Context: an optimization exercise on an open-source flow, tuned for small area, a short achievable clock period and few clock cycles. The choices shown serve that exercise and are no tape-out recipe.
Only simulation tests tie the RTL to the original design; equivalence was not proved.
Power figures rest on the tool's default switching activity, not on a simulated workload.

==> run a: inputs <==
Design packed_12bit_sample_file_decoder, start of the top module:
module packed_12bit_sample_file_decoder
(
  input  logic               clk_i,
  input  logic               rst_ni,
  input  logic               byte_valid_i,
  output logic               byte_ready_o,
  input  logic [7:0]         byte_data_i,
  input  logic               byte_last_i,
  output logic               res_valid_o,
  input  logic               res_ready_i,
  output logic [1:0]         res_kind_o,
  output logic signed [15:0] res_sample_o,
  output logic [15:0]        res_rate_hz_o,
  output logic [1:0]         res_rate_source_o,
  output logic               res_looped_o,
  output logic [16:0]        res_attack_len_o,
  output logic [16:0]        res_repeat_len_o,
  output logic [1:0]         res_error_code_o,
  output logic               res_end_of_run_o
);
  logic        a_v_q, bn_q;
  logic [7:0]  a_d_q, b_d_q;
  logic        a_l_q, b_l_q;
  logic        take, a_free, proc;
  logic        mod, nw;
  logic        hv, htail, hh, hhan, hhrn, hhm;
  logic        proc_pop, proc_nopop;
  pk12_pkg::ent_t ent;
  pk12_pkg::ent_t head;
  logic        looped;
  logic [2:0]  rate;
  logic [1:0]  rsrc;
  logic [16:0] atkn, repn;
  assign byte_ready_o = bn_q;
  assign take   = byte_valid_i && bn_q;
  assign proc_nopop = a_v_q && !(hh && mod) && (!nw || !hv);
  assign proc_pop   = a_v_q && !(hh && mod) && (!nw || !hv || !htail);
  assign proc       = res_ready_i ? proc_pop : proc_nopop;
  assign a_free = !a_v_q || proc;
  always_ff @(posedge clk_i or negedge rst_ni) begin
    if (!rst_ni) begin
      a_v_q <= 1'b0;
      bn_q  <= 1'b1;
    end else if (a_free) begin
      a_v_q <= !bn_q || take;
      bn_q  <= 1'b1;
    end else if (take) begin
      bn_q  <= 1'b0;
    end
  end
  always_ff @(posedge clk_i) begin
    if (a_free) begin
      a_d_q <= bn_q ? byte_data_i : b_d_q;
      a_l_q <= bn_q ? byte_last_i : b_l_q;
    end
  ...
export LEC_CHECK = 0
export CAP_MARGIN = 20
export CORE_MARGIN = 2
export CORE_UTILIZATION = 40
export SLEW_MARGIN = 20
export TNS_END_PERCENT = 0
create_clock -name core_clock -period 8.5 [get_ports {clk_i}]
standard.sh (not shown) runs the stock make flow with config.mk's settings and CLKGATE_MAP_FILE= SYNTH_SCRIPT=/design/flow/synth_recipe.tcl, a recipe that flattens the netlist after the stock synthesis.
==> flow/flow/run.sh <==
#!/bin/bash
# The standard layout (standard.sh) with these make settings: SETUP_SLACK_MARGIN=5.7 "BUFFER_PORTS_ARGS=-buffer_cell sky130_fd_sc_hd__buf_1" "CTS_ARGS=-sink_clustering_enable -repair_clock_nets -sink_clustering_size 50 -sink_clustering_max_diameter 300 -dont_use_dummy_load"
# The make output goes to make_finish.log; each ORFS step logs under orfs/logs/.
set -euo pipefail
bash standard.sh SETUP_SLACK_MARGIN=5.7 "BUFFER_PORTS_ARGS=-buffer_cell sky130_fd_sc_hd__buf_1" "CTS_ARGS=-sink_clustering_enable -repair_clock_nets -sink_clustering_size 50 -sink_clustering_max_diameter 300 -dont_use_dummy_load" finish > make_finish.log 2>&1
==> run b: changes against run a <==
--- a/flow/design.v
+++ b/flow/design.v
@@ -27,46 +27,46 @@
   input  logic [7:0]  data_i,
   input  logic        last_i,
   output logic        mod_o,     
   output logic        nw_o,      
   output pk12_pkg::ent_t ent_o,
   output logic        looped_o,
   output logic [2:0]  rate_o,    
   output logic [1:0]  rsrc_o,
-  output logic [16:0] atkn_o,   
-  output logic [16:0] repn_o
+  output logic [16:0] atk_o,
+  output logic [16:0] rep_o
 );
   logic        skip_q;
   logic        pl_q;          
   logic [4:0]  pos_q;         
   logic        magic_q;
   logic        lp_q, lok_q;
   logic [2:0]  rate_q;
   logic [1:0]  rsrc_q;
-  logic [16:0] atkn_q, repn_q;  
-  logic [1:0]  ph_q;          
+  logic [1:0]  ma_q;          
+  logic [16:0] atk_q, rep_q;  
+  logic [1:0]  ph_q;
   logic [7:0]  b0_q;          
-  assign ph_q = pos_q[1:0];
   logic [7:0]  magic_b;
   always_comb begin
     case (pos_q[2:0])
       3'd0:    magic_b = 8'h4c;
       3'd1:    magic_b = 8'h4d;
       3'd2:    magic_b = 8'h38;
       3'd3:    magic_b = 8'h39;
       3'd4:    magic_b = 8'h35;
       default: magic_b = 8'h33;
     endcase
   end
   logic atk_z, rep_z, atk_1, rep_1, rem_z, rem_le1;
-  assign atk_z   = (atkn_q[16:1] == '1) && atkn_q[0];
-  assign rep_z   = (repn_q[16:1] == '1) && repn_q[0];
-  assign atk_1   = (atkn_q[16:1] == '1) && !atkn_q[0];
-  assign rep_1   = (repn_q[16:1] == '1) && !repn_q[0];
+  assign atk_z   = (atk_q[16:1] == '0) && !atk_q[0];
+  assign rep_z   = (rep_q[16:1] == '0) && !rep_q[0];
+  assign atk_1   = (atk_q[16:1] == '0) && atk_q[0];
+  assign rep_1   = (rep_q[16:1] == '0) && rep_q[0];
   assign rem_z   = atk_z && rep_z;
   assign rem_le1 = (atk_z && (rep_z || rep_1)) || (atk_1 && rep_z);
   logic [6:0] dm;   
   assign dm = data_i[7:1];
   assign mod_o = !skip_q && (pl_q ? (ph_q != 2'd0) : (pos_q >= 5'd22));
   assign nw_o  = !skip_q && (last_i || (pl_q ? (ph_q != 2'd0) : (pos_q == 5'd31)));
   logic ended;
   logic dec;
@@ -135,140 +135,125 @@
         rsrc_q <= pk12_pkg::SRC_CODE;
         case (data_i)
           8'd1:    rate_q <= 3'b001;
           8'd2:    rate_q <= 3'b010;
           8'd3:    rate_q <= 3'b100;
           default: begin rate_q <= 3'b001; rsrc_q <= pk12_pkg::SRC_DEFAULT; end
         endcase
       end
-      if (pos_q == 5'd26 && rsrc_q != pk12_pkg::SRC_CODE) begin
+      if (pos_q == 5'd26) begin
         case (dm)
-          7'h03:   begin rate_q <= 3'b001; rsrc_q <= 2'd3; end   
-          7'h08:   begin rate_q <= 3'b010; rsrc_q <= 2'd3; end   
-          7'h7b:   begin rate_q <= 3'b100; rsrc_q <= 2'd3; end   
-          default: ;
+          7'h03:   ma_q <= 2'd1;   
+          7'h08:   ma_q <= 2'd2;   
+          7'h7b:   ma_q <= 2'd3;   
+          default: ma_q <= 2'd0;
         endcase
       end
-      if (pos_q == 5'd29 && rsrc_q == 2'd3) begin
-        if (dm == (rate_q[1] ? 7'h00 : 7'h29)) begin
-          rsrc_q <= pk12_pkg::SRC_MARKERS;
-        end else begin
-          rate_q <= 3'b001; rsrc_q <= pk12_pkg::SRC_DEFAULT;
+      if (pos_q == 5'd29 && rsrc_q != pk12_pkg::SRC_CODE) begin
+        if (ma_q == 2'd1 && dm == 7'h29) begin
+          rate_q <= 3'b001; rsrc_q <= pk12_pkg::SRC_MARKERS;
+        end else if (ma_q == 2'd2 && dm == 7'h00) begin
+          rate_q <= 3'b010; rsrc_q <= pk12_pkg::SRC_MARKERS;
+        end else if (ma_q == 2'd3 && dm == 7'h29) begin
+          rate_q <= 3'b100; rsrc_q <= pk12_pkg::SRC_MARKERS;
         end
       end
     end
   end
   always_ff @(posedge clk_i) begin
     if (proc_i && !skip_q) begin
       if (!pl_q) begin
-        if (pos_q == 5'd24) atkn_q[7:0]  <= ~data_i;
-        if (pos_q == 5'd25) atkn_q[15:8] <= ~data_i;
-        if (pos_q == 5'd26) atkn_q[16]   <= ~data_i[0];
-        if (pos_q == 5'd27) repn_q[7:0]  <= ~data_i;
-        if (pos_q == 5'd28) repn_q[15:8] <= ~data_i;
-        if (pos_q == 5'd29) repn_q[16]   <= ~data_i[0];
+        if (pos_q == 5'd24) atk_q[7:0]  <= data_i;
+        if (pos_q == 5'd25) atk_q[15:8] <= data_i;
+        if (pos_q == 5'd26) atk_q[16]   <= data_i[0];
+        if (pos_q == 5'd27) rep_q[7:0]  <= data_i;
+        if (pos_q == 5'd28) rep_q[15:8] <= data_i;
+        if (pos_q == 5'd29) rep_q[16]   <= data_i[0];
       end else if (dec) begin
-        if (!atk_z) atkn_q <= atkn_q + 17'd1;
-        else        repn_q <= repn_q + 17'd1;
+        if (!atk_z) atk_q <= atk_q - 17'd1;
+        else        rep_q <= rep_q - 17'd1;
       end
     end
   end
   always_ff @(posedge clk_i) begin
     if (proc_i && !skip_q && pl_q) begin
       if (ph_q == 2'd0) b0_q      <= data_i;
       if (ph_q == 2'd1) b0_q[3:0] <= data_i[3:0];
     end
   end
   always_ff @(posedge clk_i or negedge rst_ni) begin
     if (!rst_ni) begin
       skip_q  <= 1'b0;
       pl_q    <= 1'b0;
       pos_q   <= '0;
       magic_q <= 1'b1;
+      ph_q    <= '0;
     end else if (proc_i) begin
       if (ended || (skip_q && last_i)) begin
         if (last_i) begin
           skip_q  <= 1'b0;
           pl_q    <= 1'b0;
           pos_q   <= '0;
           magic_q <= 1'b1;
-            end else begin
+          ph_q    <= '0;
+        end else begin
           skip_q  <= 1'b1;
         end
       end else if (!skip_q) begin
         if (!pl_q) begin
           if (pos_q < 5'd6 && data_i != magic_b) magic_q <= 1'b0;
           pos_q <= pos_q + 5'd1;
           if (pos_q == 5'd31) pl_q <= 1'b1;
         end else begin
-          pos_q[1:0] <= ph_q[1] ? 2'd0 : ph_q + 2'd1;
+          ph_q <= (ph_q == 2'd2) ? 2'd0 : ph_q + 2'd1;
         end
       end
     end
   end
   assign looped_o = lp_q;
   assign rate_o   = rate_q;
   assign rsrc_o   = rsrc_q;
-  assign atkn_o   = atkn_q;
-  assign repn_o   = repn_q;
+  assign atk_o    = atk_q;
+  assign rep_o    = rep_q;
 endmodule
 module pk12_out_fifo
 (
   input  logic           clk_i,
   input  logic           rst_ni,
   input  logic           push_i,
   input  pk12_pkg::ent_t ent_i,
   input  logic           pop_i,
   output logic           valid_o,
   output logic           tail_o,
   output logic           hdr_o,     
-  output logic           hdrn_a_o,  
-  output logic           hdrn_r_o,
-  output logic           hdr_m_o,
   output pk12_pkg::ent_t head_o
 );
   logic           hv_q;
   logic           hh_q;
-  logic           hhan_q, hhrn_q, hhm_q;  
   pk12_pkg::ent_t h_q;
   logic           pop;
   assign pop     = pop_i && hv_q;
   assign valid_o = hv_q;
   assign tail_o  = h_q.tail;
   assign hdr_o   = hh_q;
-  assign hdrn_a_o = hhan_q;
-  assign hdrn_r_o = hhrn_q;
-  assign hdr_m_o = hhm_q;
   assign head_o  = h_q;
   always_ff @(posedge clk_i or negedge rst_ni) begin
     if (!rst_ni) begin
       hv_q <= 1'b0;
       hh_q <= 1'b0;
     end else if (push_i) begin
       hv_q <= 1'b1;
       hh_q <= (ent_i.kind == pk12_pkg::KIND_HEADER);
     end else if (pop) begin
       hv_q <= h_q.tail;
       hh_q <= 1'b0;
     end
   end
   always_ff @(posedge clk_i) begin
-    if (push_i)   hhan_q <= (ent_i.kind != pk12_pkg::KIND_HEADER);
-    else if (pop) hhan_q <= 1'b1;
-  end
-  always_ff @(posedge clk_i) begin
-    if (push_i)             hhrn_q <= (ent_i.kind != pk12_pkg::KIND_HEADER);
-    else if (pop || !hv_q)  hhrn_q <= 1'b1;
-  end
-  always_ff @(posedge clk_i) begin
-    if (push_i)             hhm_q <= (ent_i.kind == pk12_pkg::KIND_HEADER);
-    else if (pop || !hh_q)  hhm_q <= 1'b0;
-  end
-  always_ff @(posedge clk_i) begin
     if (push_i) begin
       h_q <= ent_i;
     end else if (pop) begin
       h_q      <= '0;
       h_q.kind <= h_q.tail_err ? pk12_pkg::KIND_ERROR : pk12_pkg::KIND_DONE;
     end
   end
 endmodule
@@ -292,29 +277,26 @@
   output logic [1:0]         res_error_code_o,
   output logic               res_end_of_run_o
 );
   logic        a_v_q, bn_q;
   logic [7:0]  a_d_q, b_d_q;
   logic        a_l_q, b_l_q;
   logic        take, a_free, proc;
   logic        mod, nw;
-  logic        hv, htail, hh, hhan, hhrn, hhm;
-  logic        proc_pop, proc_nopop;
+  logic        hv, htail, hh;
   pk12_pkg::ent_t ent;
   pk12_pkg::ent_t head;
   logic        looped;
   logic [2:0]  rate;
   logic [1:0]  rsrc;
-  logic [16:0] atkn, repn;
+  logic [16:0] atk, rep;
   assign byte_ready_o = bn_q;
   assign take   = byte_valid_i && bn_q;
-  assign proc_nopop = a_v_q && !(hh && mod) && (!nw || !hv);
-  assign proc_pop   = a_v_q && !(hh && mod) && (!nw || !hv || !htail);
-  assign proc       = res_ready_i ? proc_pop : proc_nopop;
+  assign proc   = a_v_q && !(hh && mod) && (!nw || !hv || (res_ready_i && !htail));
   assign a_free = !a_v_q || proc;
   always_ff @(posedge clk_i or negedge rst_ni) begin
     if (!rst_ni) begin
       a_v_q <= 1'b0;
       bn_q  <= 1'b1;
     end else if (a_free) begin
       a_v_q <= !bn_q || take;
       bn_q  <= 1'b1;
@@ -339,40 +321,37 @@
     .data_i   (a_d_q),
     .last_i   (a_l_q),
     .mod_o    (mod),
     .nw_o     (nw),
     .ent_o    (ent),
     .looped_o (looped),
     .rate_o   (rate),
     .rsrc_o   (rsrc),
-    .atkn_o   (atkn),
-    .repn_o   (repn)
+    .atk_o    (atk),
+    .rep_o    (rep)
   );
   pk12_out_fifo u_out (
     .clk_i   (clk_i),
     .rst_ni  (rst_ni),
     .push_i  (proc && nw),
     .ent_i   (ent),
     .pop_i   (res_ready_i),
     .valid_o (hv),
     .tail_o  (htail),
     .hdr_o   (hh),
-    .hdrn_a_o (hhan),
-    .hdrn_r_o (hhrn),
-    .hdr_m_o (hhm),
     .head_o  (head)
   );
   logic r33, r50, r16;
   assign {r16, r50, r33} = rate;
   assign res_valid_o       = hv;
   assign res_kind_o        = head.kind;
   assign res_end_of_run_o  = head.kind[1];
   assign res_sample_o      = {head.smp, 4'b0000};
   assign res_error_code_o  = head.err;
-  assign res_rate_hz_o     = {hhm && !r16, hhm && !r33, 4'b0000, hhm && !r16, hhm && !r33,
-                              1'b0, hhm && r50, hhm && r33, hhm, hhm && r16, hhm && r33,
-                              hhm && r16, hhm && !r50};
-  assign res_rate_source_o = hhm ? rsrc : 2'd0;
-  assign res_looped_o      = hhm && looped;
-  assign res_attack_len_o  = ~(atkn | {17{hhan}});
-  assign res_repeat_len_o  = ~(repn | {17{hhrn}});
+  assign res_rate_hz_o     = {hh && !r16, hh && !r33, 4'b0000, hh && !r16, hh && !r33,
+                              1'b0, hh && r50, hh && r33, hh, hh && r16, hh && r33,
+                              hh && r16, hh && !r50};
+  assign res_rate_source_o = hh ? rsrc : 2'd0;
+  assign res_looped_o      = hh && looped;
+  assign res_attack_len_o  = hh ? atk : 17'd0;
+  assign res_repeat_len_o  = hh ? rep : 17'd0;
 endmodule
==> flow/run.sh (new file) <==
#!/bin/bash
# synth_recipe.tcl (not shown) runs the flow's synth.tcl, then flattens the netlist and writes it again
# the make line also repeats each setting of config.mk as NAME=value (left out here)
make -C /OpenROAD-flow-scripts/flow DESIGN_CONFIG=/design/flow/config.mk WORK_HOME=/design/flow/orfs CLKGATE_MAP_FILE= SYNTH_SCRIPT=/design/flow/synth_recipe.tcl finish
==> flow/config.mk (replaced) <==
export PLATFORM = sky130hd
export DESIGN_NAME = packed_12bit_sample_file_decoder
export DESIGN_NICKNAME = packed_12bit_sample_file_decoder
export VERILOG_FILES = /design/flow/design.v
export SDC_FILE = /design/flow/constraint.sdc
export NUM_CORES = 4
export LEC_CHECK = 0
export CAP_MARGIN = 20
export CORE_MARGIN = 2
export CORE_UTILIZATION = 40
export SETUP_SLACK_MARGIN = 5
export SLEW_MARGIN = 20
removed: flow/flow/run.sh
removed: flow/standard.sh
==> run c: changes against run a <==
==> flow/flow/run.sh (replaced) <==
#!/bin/bash
# The standard layout (standard.sh) with these make settings: SETUP_SLACK_MARGIN=5.7 "BUFFER_PORTS_ARGS=-buffer_cell sky130_fd_sc_hd__buf_1"
# The make output goes to make_finish.log; each ORFS step logs under orfs/logs/.
set -euo pipefail
bash standard.sh SETUP_SLACK_MARGIN=5.7 "BUFFER_PORTS_ARGS=-buffer_cell sky130_fd_sc_hd__buf_1" finish > make_finish.log 2>&1
--- a/flow/config.mk
+++ b/flow/config.mk
@@ -4,9 +4,8 @@
 export VERILOG_FILES = /design/flow/design.v
 export SDC_FILE = /design/flow/constraint.sdc
 export NUM_CORES = 4
 export LEC_CHECK = 0
 export CAP_MARGIN = 20
 export CORE_MARGIN = 2
 export CORE_UTILIZATION = 40
 export SLEW_MARGIN = 20
-export TNS_END_PERCENT = 0
==> notes.md <==
The lowest clock skew belongs to run b, the highest to run a. In run a the synthesized cell count is higher than in run b, by 1.8%. Final area, lowest first: run a, run c, run b. Against run b, the critical path depth of run a is lower by 4. Of run c and run b, run b has the higher area after synthesis (gap 2.0%, measured against run b). Non-clock buffer count: run c is higher than run b (13). Run b ran to the end with no violations. Run a ran to the end with no violations. Run c went through all stages and came out clean. Fmax: run c > run a > run b. Final cell count: run c > run a > run b.
==> figures <==
|  | run b | run c | run a |
|---|---|---|---|
| Worst setup SP type | primary input | flip-flop | flip-flop |
| Routed length on met2 | 6.39 mm | 6.85 mm | 6.81 mm |
| Non-clock buffering overhead in the final layout | 0.122 | 0.0805 | 0.0688 |
| Worst Setup End Kind | flip-flop | output port | output port |
| FFs & Latches | 101 | 100 | 100 |
| Grt met1 use | 0.254 | 0.268 | 0.269 |
| Run status | complete, no violations | complete, no violations | complete, no violations |
| Total leakage power | 2.38 nW | 2.37 nW | 2.17 nW |
| Fraction of power consumed by sequential logic | 0.418 | 0.435 | 0.459 |
| Number of storage elements in the synthesis netlist | 101 | 100 | 100 |
| # fillers | 1281 | 1313 | 1303 |
| Die outline area | 0.0154 mm^2 | 0.0151 mm^2 | 0.0151 mm^2 |
| Required time worst endpoint | 8.53 ns | 6.80 ns | 6.80 ns |
| Critical path type | in2reg | reg2out | reg2out |
| Fraction of standard cell area in multi-input logic | 0.375 | 0.393 | 0.403 |
| Worst hold slack across all endpoints | 0.476 ns | 0.478 ns | 0.479 ns |
| Max rail drop VDD | 0.168 mV | 0.101 mV | 0.110 mV |
| FFs w/ async S/R, synth | 0.139 | 0.120 | 0.120 |
Testbench counts of run a, summed over its fixed seeds: cycles 40,452.
Testbench counts of run b, summed over its fixed seeds: cycles 40,452.
Testbench counts of run c, summed over its fixed seeds: cycles 40,452.

## re-timing with driven ports
The flow's constraints put no driver on any port. The routed layouts listed below were extracted and timed again, unchanged, in two steps. Step 1 sets driving cells, clkbuf_16 on the clock port and buf_2 on the other inputs (assumed; they add their load-dependent delay and slew). Step 2, shift: input delay + t, output delay - t, t = (earliest + latest rising clock arrival at the registers) / 2. This alone moves slack from input paths to output paths. a / b / c = ideal ports / drivers / drivers and shift; a / b = the first two.
run | t, ns | slack for setup (ns) | hold slack, ns
run a | 0.389 | 5.615 / 5.576 / 5.296 | 0.479 / 0.479 / 0.479
run b | 0.394 | 5.089 / 5.071 / 4.707 | 0.476 / 0.476 / 0.476
run c | 0.389 | 5.622 / 5.582 / 5.370 | 0.478 / 0.478 / 0.478
After both steps every run listed still meets setup and hold. The setup slack of run b, which loses most, moves by -0.018 ns with the drivers and by -0.382 ns with both steps.
